This design comes from an exercise in tuning for small area, a short achievable clock period and few clock cycles per item on the open sky130 flow, not from production work.
Only simulation tests tie the RTL to the original design; equivalence was not proved.
No activity file was given, so power comes from the tool's default toggle rates.

xenon:
// integer_to_ascii_formatter
module integer_to_ascii_formatter
#(
    parameter int VALUE_WIDTH = 64
)
(
    input  logic                   clk,
    input  logic                   rst_n,
    input  logic                   item_valid,
    output logic                   item_stall,
    input  logic [VALUE_WIDTH-1:0] value,
    input  logic [1:0]             base_select,
    input  logic [6:0]             min_width,
    input  logic [5:0]             min_digits,
    input  logic                   signed_mode,
    input  logic                   left_justify,
    input  logic                   zero_pad,
    input  logic                   plus_sign,
    input  logic                   space_sign,
    input  logic                   alt_prefix,
    input  logic                   lower_case,
    output logic                   char_valid,
    input  logic                   char_stall,
    output logic [7:0]             out_char,
    output logic                   last_char
);
Size in the first run: about 3400 cells after synthesis, about 100 I/O pins, roughly 24000 um^2 of cells after synthesis.
export LEC_CHECK = 0
export ABC_AREA = 1
export CAP_MARGIN = 20
export CORE_MARGIN = 2
export CORE_UTILIZATION = 40
export SLEW_MARGIN = 20
export TNS_END_PERCENT = 0
create_clock -name core_clock -period 10.0 [get_ports {clk}]
standard.sh (not shown) runs the stock make flow with config.mk's settings and CLKGATE_MAP_FILE= SYNTH_SCRIPT=/design/flow/synth_recipe.tcl, a recipe that flattens the netlist after the stock synthesis.
==> flow/flow/run.sh <==
#!/bin/bash
# Standard layout, with the timing repair aiming at a setup margin of 6.8 ns.
set -euo pipefail
bash standard.sh SETUP_SLACK_MARGIN=6.8 finish > standard.log 2>&1
Testbench counts of xenon, summed over its fixed seeds: cycles 50,651, items 3,200.
### xenon -> tundra
==> flow/flow/run.sh <==
#!/bin/bash
# Standard layout, with the timing repair aiming at a setup margin of 6.0 ns.
set -euo pipefail
bash standard.sh SETUP_SLACK_MARGIN=6.0 finish > standard.log 2>&1
Every stage of the flow completed for tundra, and the final layout passed the timing, DRC and antenna checks.
Looking at the reports, xenon completed the entire flow and the layout it produced met the timing, DRC and antenna checks.
Sort tundra and xenon by final-layout worst hold slack desc -> top: xenon
Diff tundra and xenon: fmax higher in xenon
xenon and tundra ended up with roughly the same sequential standard cell area.
Relative to xenon, initial detailed-routing violation count decreased by about 3% in tundra.
Looking at post-route clock period utilization across tundra and xenon, the one that comes out higher is tundra.

---

== pine ==
Starting RTL as in the previous note.
clock: 10.0 ns
lec_check: 0
abc_area: 1
cap_margin: 20
core_margin: 2
core_utilization: 40
slew_margin: 20
tns_end_percent: 0
==> flow/flow/run.sh <==
#!/bin/bash
# Standard layout, with the timing repair aiming at a setup margin of 7.0 ns.
set -euo pipefail
bash standard.sh SETUP_SLACK_MARGIN=7.0 finish > standard.log 2>&1
Testbench counts of pine, summed over its fixed seeds: cycles 50,651, items 3,200.
Setup changes, pine to oak
==> flow/flow/run.sh <==
#!/bin/bash
# Standard layout, with the timing repair aiming at a setup margin of 6.5 ns.
set -euo pipefail
bash standard.sh SETUP_SLACK_MARGIN=6.5 finish > standard.log 2>&1
### Flow results
Diff pine -> oak: flip-flop and latch share of the layout cell area has increased, depth of the most critical reg-to-reg path has decreased, buffers inserted during post-CTS setup optimization has decreased.
[compare] base=pine new=oak: count of filler cells inserted in the layout has remained practically unchanged, share of total power in the clock network was more or less identical, maximum frequency shrank by about 3%.
Diff pine..oak | count of antenna-violating nets left after detailed routing | unchanged
oak ends up with a wire length that is 1000 um lower than in pine.
The total power of oak was superior to that of pine.

---

integer_to_ascii_formatter, a different RTL version from the one above (not shown whole).
Size: ~3600 cells after synthesis, about 100 I/O pins, about 25000 sq um of cells after synthesis.
export LEC_CHECK = 0
export ABC_AREA = 1
export CAP_MARGIN = 20
export CORE_MARGIN = 2
export CORE_UTILIZATION = 40
export SLEW_MARGIN = 20
export TNS_END_PERCENT = 0
create_clock -name core_clock -period 10.0 [get_ports {clk}]
==> flow/flow/run.sh <==
#!/bin/bash
# Standard layout, with the timing repair aiming at a setup margin of 6.5 ns.
set -euo pipefail
bash standard.sh SETUP_SLACK_MARGIN=6.5 finish > standard.log 2>&1
Testbench counts at the start, summed over its fixed seeds: cycles 50,561, items 3,200.
Rerun with:
==> flow/flow/run.sh (replaced) <==
#!/bin/bash
# Standard layout, with the timing repair aiming at a setup margin of 6.0 ns.
set -euo pipefail
bash standard.sh SETUP_SLACK_MARGIN=6.0 finish > standard.log 2>&1
Result:
- The changed run finished clean
- area after synthesis is unchanged
- routed wire length goes down by 0.46%
- fmax goes down by 13%
- first-iteration DRC count goes down by 4.1%
- final area goes down by 3.8%
- sequential cell count is unchanged
- die area does not change
- clock skew goes down by 4.3 ps

## re-timing with driven ports
How much do the figures lean on ideal ports? The routed layouts below were timed once more, with nothing changed but the port constraints.
Step 1 (the two cells are an assumption about what drives the block):
set clk [get_ports {clk}]
set_driving_cell -lib_cell sky130_fd_sc_hd__clkbuf_16 $clk
set_driving_cell -lib_cell sky130_fd_sc_hd__buf_2 [delete_from_list [all_inputs] $clk]
Step 2 also shifts input and output timing later by t, the mid clock arrival at the registers, as if the neighbouring blocks saw the same clock.
Slacks: no drivers / after step 1 / after step 2; pairs: no drivers / after step 1.
| run | t (ns) | setup slack, ns | worst setup path at the end | worst register clock-pin slew, ns |
|---|---|---|---|---|
| xenon | 0.623 | 6.613 / 6.613 / 6.235 | input to register | 0.07 / 0.07 |
| tundra | 0.609 | 6.092 / 6.092 / 6.013 | input to register | 0.07 / 0.07 |
| pine | 0.623 | 6.613 / 6.613 / 6.235 | input to register | 0.07 / 0.07 |
| oak | 0.612 | 6.503 / 6.484 / 5.993 | input to register | 0.07 / 0.07 |
| the first run of note 3 | 0.625 | 6.355 / 6.377 / 5.757 | input to register | 0.07 / 0.07 |
| the second run of note 3 | 0.621 | 5.805 / 5.838 / 5.217 | input to register | 0.07 / 0.07 |
After both steps every run listed still meets setup and hold. The setup slack of the first run of note 3, which loses most, moves by +0.022 ns with the drivers and by -0.598 ns with both steps.
